Source: an optimization exercise on an open RTL-to-GDS flow (aim: small area and a short achievable clock period). Production flows keep margins and buffers that such runs may drop. The RTL was checked by simulation tests, not by an equivalence proof against the original design. Power figures rest on the tool's default switching activity, not on a simulated workload.

[constraint.sdc]
create_clock -name core_clock -period 12.0 [get_ports {CLK}]
set_input_delay 2.4000 -clock core_clock [delete_from_list [all_inputs] [get_ports {CLK}]]
set_output_delay 2.4000 -clock core_clock [all_outputs]
set_load 0.01 [all_outputs]
[config.mk]
export PLATFORM = sky130hd
export DESIGN_NAME = mips_v2_top
export DESIGN_NICKNAME = mips_v2_top
export VERILOG_FILES = /design/flow/design.v
export SDC_FILE = /design/flow/constraint.sdc
export NUM_CORES = 4
export LEC_CHECK = 0
export CAP_MARGIN = 20
export CORE_MARGIN = 2
export CORE_UTILIZATION = 25
export SLEW_MARGIN = 20
[design.v]
module mips_v2_top (
   input  logic        CLK,
   input  logic        RST,
   input  logic        write,
   input  logic [31:0] INST,
   output logic        flag,
   output logic [31:0] out,
   output logic [31:0] ina,
   output logic [31:0] inb,
   output logic [31:0] ALUA,
   output logic [31:0] ALUB,
   output logic [4:0]  addr
);
   localparam int unsigned DW   = 32;
   localparam int unsigned NREG = 32;
   localparam int unsigned AW   = 5;
   logic [DW-1:0] rf_q [NREG];
   logic [DW-1:0] rf_d [NREG];
   logic          flag_q, flag_d;
   logic [DW-1:0] out_q,  out_d;
   logic [DW-1:0] ina_q,  ina_d;
   logic [DW-1:0] inb_q,  inb_d;
   logic [DW-1:0] alua_q, alua_d;
   logic [DW-1:0] alub_q, alub_d;
   logic [AW-1:0] addr_q, addr_d;
   logic [5:0]    op;
   logic [5:0]    funct;
   logic [AW-1:0] rs, rt, rd;
   logic [15:0]   imm;
   logic [DW-1:0] sext_imm, zext_imm;
   logic          valid;
   logic          wb_ok;
   logic          we;
   always_comb begin
      op       = INST[31:26];
      rs       = INST[25:21];
      rt       = INST[20:16];
      rd       = INST[15:11];
      funct    = INST[5:0];
      imm      = INST[15:0];
      sext_imm = {{16{imm[15]}}, imm};
      zext_imm = {16'h0000, imm};
      ina_d    = (rs == AW'(0)) ? '0 : rf_q[rs];
      inb_d    = (rt == AW'(0)) ? '0 : rf_q[rt];
   end
   always_comb begin
      alua_d = ina_d;
      alub_d = inb_d;
      out_d  = '0;
      addr_d = '0;
      valid  = 1'b0;
      wb_ok  = 1'b1;
      case (op)
         6'h00: begin
            addr_d = rd;
            valid  = 1'b1;
            case (funct)
               6'h20, 6'h21: out_d = alua_d + alub_d;
               6'h22, 6'h23: out_d = alua_d - alub_d;
               6'h24:        out_d = alua_d & alub_d;
               6'h25:        out_d = alua_d | alub_d;
               6'h26:        out_d = alua_d ^ alub_d;
               6'h27:        out_d = ~(alua_d | alub_d);
               6'h2A:        out_d = ($signed(alua_d) < $signed(alub_d)) ? DW'(1) : DW'(0);
               6'h2B:        out_d = (alua_d < alub_d) ? DW'(1) : DW'(0);
               6'h0A: begin
                  out_d = alua_d;
                  wb_ok = (inb_d == '0);
               end
               6'h00, 6'h02, 6'h03: begin
                  alua_d = inb_d;
                  alub_d = {27'h0, INST[10:6]};
                  if (funct == 6'h00)      out_d = alua_d << alub_d[4:0];
                  else if (funct == 6'h02) out_d = alua_d >> alub_d[4:0];
                  else                     out_d = DW'($signed(alua_d) >>> alub_d[4:0]);
               end
               6'h04, 6'h06, 6'h07: begin
                  alua_d = inb_d;
                  alub_d = ina_d;
                  if (funct == 6'h04)      out_d = alua_d << alub_d[4:0];
                  else if (funct == 6'h06) out_d = alua_d >> alub_d[4:0];
                  else                     out_d = DW'($signed(alua_d) >>> alub_d[4:0]);
               end
               default: valid = 1'b0;
            endcase
         end
         6'h08, 6'h09: begin
            addr_d = rt; valid = 1'b1; alub_d = sext_imm;
            out_d  = alua_d + alub_d;
         end
         6'h0A: begin
            addr_d = rt; valid = 1'b1; alub_d = sext_imm;
            out_d  = ($signed(alua_d) < $signed(alub_d)) ? DW'(1) : DW'(0);
         end
         6'h0C: begin
            addr_d = rt; valid = 1'b1; alub_d = zext_imm;
            out_d  = alua_d & alub_d;
         end
         6'h0D: begin
            addr_d = rt; valid = 1'b1; alub_d = zext_imm;
            out_d  = alua_d | alub_d;
         end
         6'h0E: begin
            addr_d = rt; valid = 1'b1; alub_d = zext_imm;
            out_d  = alua_d ^ alub_d;
         end
         6'h0F: begin
            addr_d = rt; valid = 1'b1; alub_d = zext_imm;
            out_d  = {imm, 16'h0000};
         end
         default: valid = 1'b0;
      endcase
      if (!valid) begin
         out_d  = '0;
         addr_d = '0;
      end
      flag_d = (out_d == '0);
   end
   always_comb begin
      we = write & valid & wb_ok & ~RST;
      for (int i = 0; i < int'(NREG); i++) rf_d[i] = rf_q[i];
      if (we && (addr_d != AW'(0))) rf_d[addr_d] = out_d;
   end
   always_ff @(posedge CLK) begin
      if (RST) begin
         for (int i = 0; i < int'(NREG); i++) rf_q[i] <= '0;
         flag_q <= 1'b0;
         out_q  <= '0;
         ina_q  <= '0;
         inb_q  <= '0;
         alua_q <= '0;
         alub_q <= '0;
         addr_q <= '0;
      end else begin
         for (int i = 0; i < int'(NREG); i++) rf_q[i] <= rf_d[i];
         flag_q <= flag_d;
         out_q  <= out_d;
         ina_q  <= ina_d;
         inb_q  <= inb_d;
         alua_q <= alua_d;
         alub_q <= alub_d;
         addr_q <= addr_d;
      end
   end
   assign flag = flag_q;
   assign out  = out_q;
   assign ina  = ina_q;
   assign inb  = inb_q;
   assign ALUA = alua_q;
   assign ALUB = alub_q;
   assign addr = addr_q;
endmodule
[run.sh]
#!/bin/bash
# synth_recipe.tcl (not shown) runs the flow's synth.tcl, then flattens the netlist and writes it again
# the make line also repeats each setting of config.mk as NAME=value (left out here)
make -C /OpenROAD-flow-scripts/flow DESIGN_CONFIG=/design/flow/config.mk WORK_HOME=/design/flow/orfs CLKGATE_MAP_FILE= SYNTH_SCRIPT=/design/flow/synth_recipe.tcl finish
==> run_summary.xml <==
<?xml version="1.0" encoding="UTF-8"?>
<metrics>
  <group name="critical_path">
    <metric name="path_class" unit="">in -&gt; reg</metric>
    <metric name="crit_path_cell_trace" unit="">clkdlybuf4s50_1 -&gt; or2_1 -&gt; nor2_4 -&gt; a2111oi_0 -&gt; nand4_1 -&gt; o31ai_4 -&gt; inv_1 -&gt; ha_1 -&gt; or3_1 -&gt; a2111oi_0 -&gt; buf_4 -&gt; or2_2 -&gt; o21ai_0 -&gt; xnor2_1 -&gt; o21ai_0 -&gt; a211o_1 -&gt; a211oi_1 -&gt; o31ai_1 -&gt; a2111oi_0 -&gt; nand4b_1 -&gt; or4_1 -&gt; nor2_1 -&gt; and3_1</metric>
    <metric name="worst_path_largest_cell_delay" unit="ns">1.00</metric>
    <metric name="endpoint" unit="">flag_q</metric>
    <metric name="cp-start-kind" unit="">input port</metric>
    <metric name="crit_path_frequent_cell" unit="">a2111oi_0</metric>
    <metric name="rr_startpoint" unit="">rf_q[29][4]</metric>
    <metric name="required" unit="ns">12.79</metric>
    <metric name="cpMaxStageDelayCell" unit="">o31ai_4</metric>
    <metric name="reg2reg_depth" unit="">21</metric>
    <metric name="critical_path.startpoint" unit="">INST[22]</metric>
    <metric name="r2r_end" unit="">flag_q</metric>
    <metric name="setup.worst_path.end_class" unit="">flip-flop</metric>
    <metric name="r2r_setup_slack" unit="ns">4.22</metric>
    <metric name="timing.critical_path.arrival" unit="ns">11.70</metric>
    <metric name="timing.critical_path.fanout_max" unit="">12</metric>
  </group>
  <group name="cts">
    <metric name="cts_max_level" unit="">3</metric>
    <metric name="tritoncts_sink_count" unit="">1158</metric>
    <metric name="post_cts_resize_count" unit="">0</metric>
    <metric name="cts_tree" unit="">done</metric>
    <metric name="post_cts_setup_driven_buffer_insertion_count" unit="">0</metric>
    <metric name="clk_pin_slew" unit="ns">0.06</metric>
    <metric name="worst_skew_pair.late_latency" unit="ns">0.87</metric>
    <metric name="cts_made_buffers" unit="">120</metric>
    <metric name="cts_buffer_depth" unit="">3</metric>
    <metric name="cts_root_buffer" unit="">clkbuf_16</metric>
    <metric name="cts_hold_repair.buffers" unit="">0</metric>
  </group>
  <group name="logic_synthesis">
    <metric name="syn-cell-area" unit="µm²">70700</metric>
    <metric name="ys_warn_count" unit="">3</metric>
    <metric name="synthDominantAreaCellType" unit="">dfxtp_1</metric>
    <metric name="yosys.area.top_type_share" unit="">0.328</metric>
    <metric name="synth_area_per_cell" unit="µm²">7.54</metric>
    <metric name="yosys_register_bits" unit="">1158</metric>
    <metric name="ys_async_rst_share" unit="">0</metric>
    <metric name="post_synth_main_area_contributors" unit="">dfxtp_1 (33%), nor2_1 (7.4%), a211oi_1 (6.9%)</metric>
    <metric name="synth_cell_type_count" unit="">110</metric>
    <metric name="net_count_of_the_mapped_netlist" unit="">9622</metric>
    <metric name="synth_cells" unit="">9386</metric>
    <metric name="synth_enable_flop_cells" unit="">0</metric>
    <metric name="ys_seq_area_frac" unit="">0.328</metric>
    <metric name="ys_dominant_reg_cell" unit="">dfxtp_1</metric>
  </group>
  <group name="grt">
    <metric name="grt_util_all_layers" unit="">0.334</metric>
    <metric name="first_global_vias" unit="">77844</metric>
    <metric name="grt_antenna_before_repair" unit="">60</metric>
    <metric name="globalRouteOverflowTotal" unit="">0</metric>
    <metric name="grt_pass1_wl" unit="µm">672000</metric>
    <metric name="grt_max_degree" unit="">93</metric>
  </group>
  <group name="sta">
    <metric name="timing.slew.headroom" unit="">0.108</metric>
    <metric name="grt_setup_unrepaired" unit="">no</metric>
    <metric name="timing_worst_slew_pin_value" unit="ns">1.33</metric>
    <metric name="maxSlewViolCount" unit="">0</metric>
    <metric name="totalNegativeSetupSlack" unit="ns">0</metric>
    <metric name="fin_crit_sh" unit="">0.910</metric>
    <metric name="report.final.hold_viol_count" unit="">0</metric>
    <metric name="max_freq" unit="MHz">91.6</metric>
    <metric name="layout_min_cycle_time" unit="ns">10.92</metric>
    <metric name="worst_setup_skew_after_layout" unit="ns">0.106</metric>
    <metric name="finalSetupViolations" unit="">0</metric>
  </group>
  <group name="run_status">
    <metric name="run_status" unit="">complete, no violations</metric>
  </group>
  <group name="finish">
    <metric name="drive_above_1_share" unit="">0.115</metric>
    <metric name="fin_cells" unit="">13203</metric>
    <metric name="post-route-cell-area" unit="µm²">83700</metric>
    <metric name="syn2layout_area_growth" unit="%">18.4</metric>
    <metric name="fin_nets" unit="">9536</metric>
  </group>
  <group name="place">
    <metric name="place_inst" unit="">12919</metric>
    <metric name="port_buffers" unit="">200</metric>
    <metric name="placed_area" unit="µm²">79100</metric>
    <metric name="hpwlAfterDp" unit="µm">347000</metric>
    <metric name="place_congestion" unit="">1.11</metric>
  </group>
  <group name="detailed_routing">
    <metric name="vias" unit="">87573</metric>
    <metric name="drt.antenna.violating_nets" unit="">0</metric>
    <metric name="finalWirelength" unit="µm">506000</metric>
    <metric name="route.detailed.vias_per_inst" unit="">6.63</metric>
    <metric name="drt_pre_antenna_iters" unit="">10</metric>
    <metric name="drt-initial-drc-count" unit="">17484</metric>
    <metric name="routed_len_inst" unit="µm">38.3</metric>
    <metric name="drc_errors" unit="">0</metric>
  </group>
  <group name="floorplan">
    <metric name="fp-row-count" unit="">195</metric>
    <metric name="floorplan.die.width" unit="µm">536</metric>
    <metric name="start_util" unit="">0.251</metric>
    <metric name="die_h" unit="µm">536</metric>
    <metric name="core" unit="µm²">282000</metric>
    <metric name="floorplan.die_area" unit="µm²">287000</metric>
    <metric name="top_level_ports" unit="">201</metric>
  </group>
  <group name="power_and_ir_drop">
    <metric name="vdd_ir_drop_max" unit="mV">0.124</metric>
    <metric name="leakagePower" unit="nW">29.6</metric>
    <metric name="power_per_cell_area" unit="nW/µm²">110</metric>
  </group>
  <group name="worst_hold_path">
    <metric name="min_path_type" unit="">reg -&gt; reg</metric>
    <metric name="worstHoldStart" unit="">rf_q[26][2]</metric>
  </group>
  <group name="job">
    <metric name="cap_viol_max_count" unit="">0</metric>
  </group>
</metrics>
## layout by cell type, fill, tap and decap left out, types with 55 or more instances in the layout
| cell type | n |
|---|---|
| xnor2_1 | 60 |
| nand4_1 | 148 |
| a22oi_1 | 532 |
| a2111oi_0 | 107 |
| nand2_1 | 995 |
| a21oi_1 | 634 |
| inv_1 | 136 |
| and3_1 | 421 |
| dfxtp_1 | 1158 |
| nor3_1 | 224 |
| clkbuf_16 | 120 |
| o211ai_1 | 72 |
| ha_1 | 198 |
| nand3_1 | 300 |
| clkdlybuf4s50_1 | 186 |
| a221oi_1 | 69 |
| buf_4 | 491 |
| diode_2 | 55 |
| nor2_1 | 1324 |
| a211oi_1 | 648 |
| mux2i_1 | 150 |
| o21ai_0 | 184 |
| a31oi_1 | 60 |
## cell type report
type                    instances  area [µm²]
clock buffers                 151        3320
inverters                     153         574
flip-flops and latches       1158       23200
clock inverters                76        1050
repair buffers                740        6640
diodes                         55         138
fillers                     30449      198000
well taps                    3743        4680
multi-input cells            7127       44100
## synthesized netlist by cell type (26+ instances only)
library cell	instances
nor2b_1	32
a222oi_1	42
mux2i_1	150
nand2b_1	32
a21oi_1	649
clkbuf_1	733
o22ai_1	55
a31oi_1	66
a2111oi_0	109
o211ai_1	72
nor4_1	50
a32oi_1	36
nor3_1	231
and2_1	44
a211oi_1	651
and3_1	426
mux4_2	26
dfxtp_1	1158
a221oi_1	69
ha_1	198
buf_2	135
nand4_1	148
buf_1	53
a22oi_1	532
xnor2_1	60
nand2_1	998
o21ai_0	184
o221ai_1	30
nand3_1	301
nor2_1	1391
inv_1	137
## worst min path at each step
stage | endpoint | slack, ns | depth (start not counted)
CTS | rf_q[26][2] | 0.47 | 2
finish | rf_q[26][2] | 0.47 | 2
floorplan | rf_q[16][0] | 0.44 | 2
global route | rf_q[26][2] | 0.48 | 2
global placement | rf_q[26][2] | 0.44 | 2
detailed placement | rf_q[16][0] | 0.46 | 2
## cells by family after synthesis
family,count (synthesis),share of synthesized area
multiplexers,200,0.0334
adder cells (fa/ha/maj),201,0.0359
AO/OA/AOI/OAI,2820,0.281
AND/OR/NAND/NOR,3830,0.250
buffers and inverters,1101,0.0629
flip-flops,1158,0.328
XOR/XNOR,76,0.00941
## power breakdown
part           switching (mW)  total, mW  internal (mW)
logic                   0.873       1.14          0.271
clock network            1.82       4.21           2.38
registers             0.00423       3.86           3.85
## critical path, delay by kind of cell
family	cells	cell delay (ns)
AO/OA/AOI/OAI	9	3.88
AND/OR/NAND/NOR	9	3.38
adder cells (fa/ha/maj)	1	0.38
XOR/XNOR	1	0.18
buffers and inverters	3	1.42
## state kept, by name, indices dropped and copies added, names as in the netlist
register	cells
ina_q	32
alub_q	32
out_q	32
inb_q	32
flag_q	1
alua_q	32
addr_q	5
rf_q	992
## routing by layer
layer | vias to the layer above | GRT usage | share of wire
met5 | - | 0.0118 | 0.00093
met4 | 42 | 0.272 | 0.10
met3 | 2761 | 0.160 | 0.16
met2 | 8865 | 0.450 | 0.38
met1 | 41410 | 0.396 | 0.36
li1 | 34495 | - | -
## through the flow
stage / setup WS [ns] / total power, mW / hold WS [ns] / util
3_5_place_dp: 0.949 / 5.00 / 0.458 / 0.281
3_3_place_gp: 1.03 / 5.01 / 0.445 / 0.281
4_1_cts: 1.80 / 9.10 / 0.467 / 0.296
6_report: 1.08 / 9.21 / 0.469 / 0.297
2_1_floorplan: 3.01 / 4.48 / 0.436 / -
5_1_grt: 1.20 / 9.33 / 0.481 / 0.297

==> what the ideal ports hide <==
Ports are ideal in the flow. The routed layout listed here was re-timed in OpenROAD.
Step 1, drivers: a clkbuf_16 drives CLK and a buf_2 each remaining input, both assumed.
Step 2 also shifts input and output timing later by t, the mid clock arrival at the registers, as if the neighbouring blocks saw the same clock.
Slacks: no drivers / after step 1 / after step 2; pairs: no drivers / after step 1.
t (ns): 0.916
setup slack, ns: 1.082 / 1.126 / 0.210
worst setup path after step 2: input to register
worst data-port slew with drivers (ns): 0.13
After both steps setup and hold are still met in this run. The setup slack of this run moves by +0.044 ns with the drivers and by -0.872 ns with both steps.
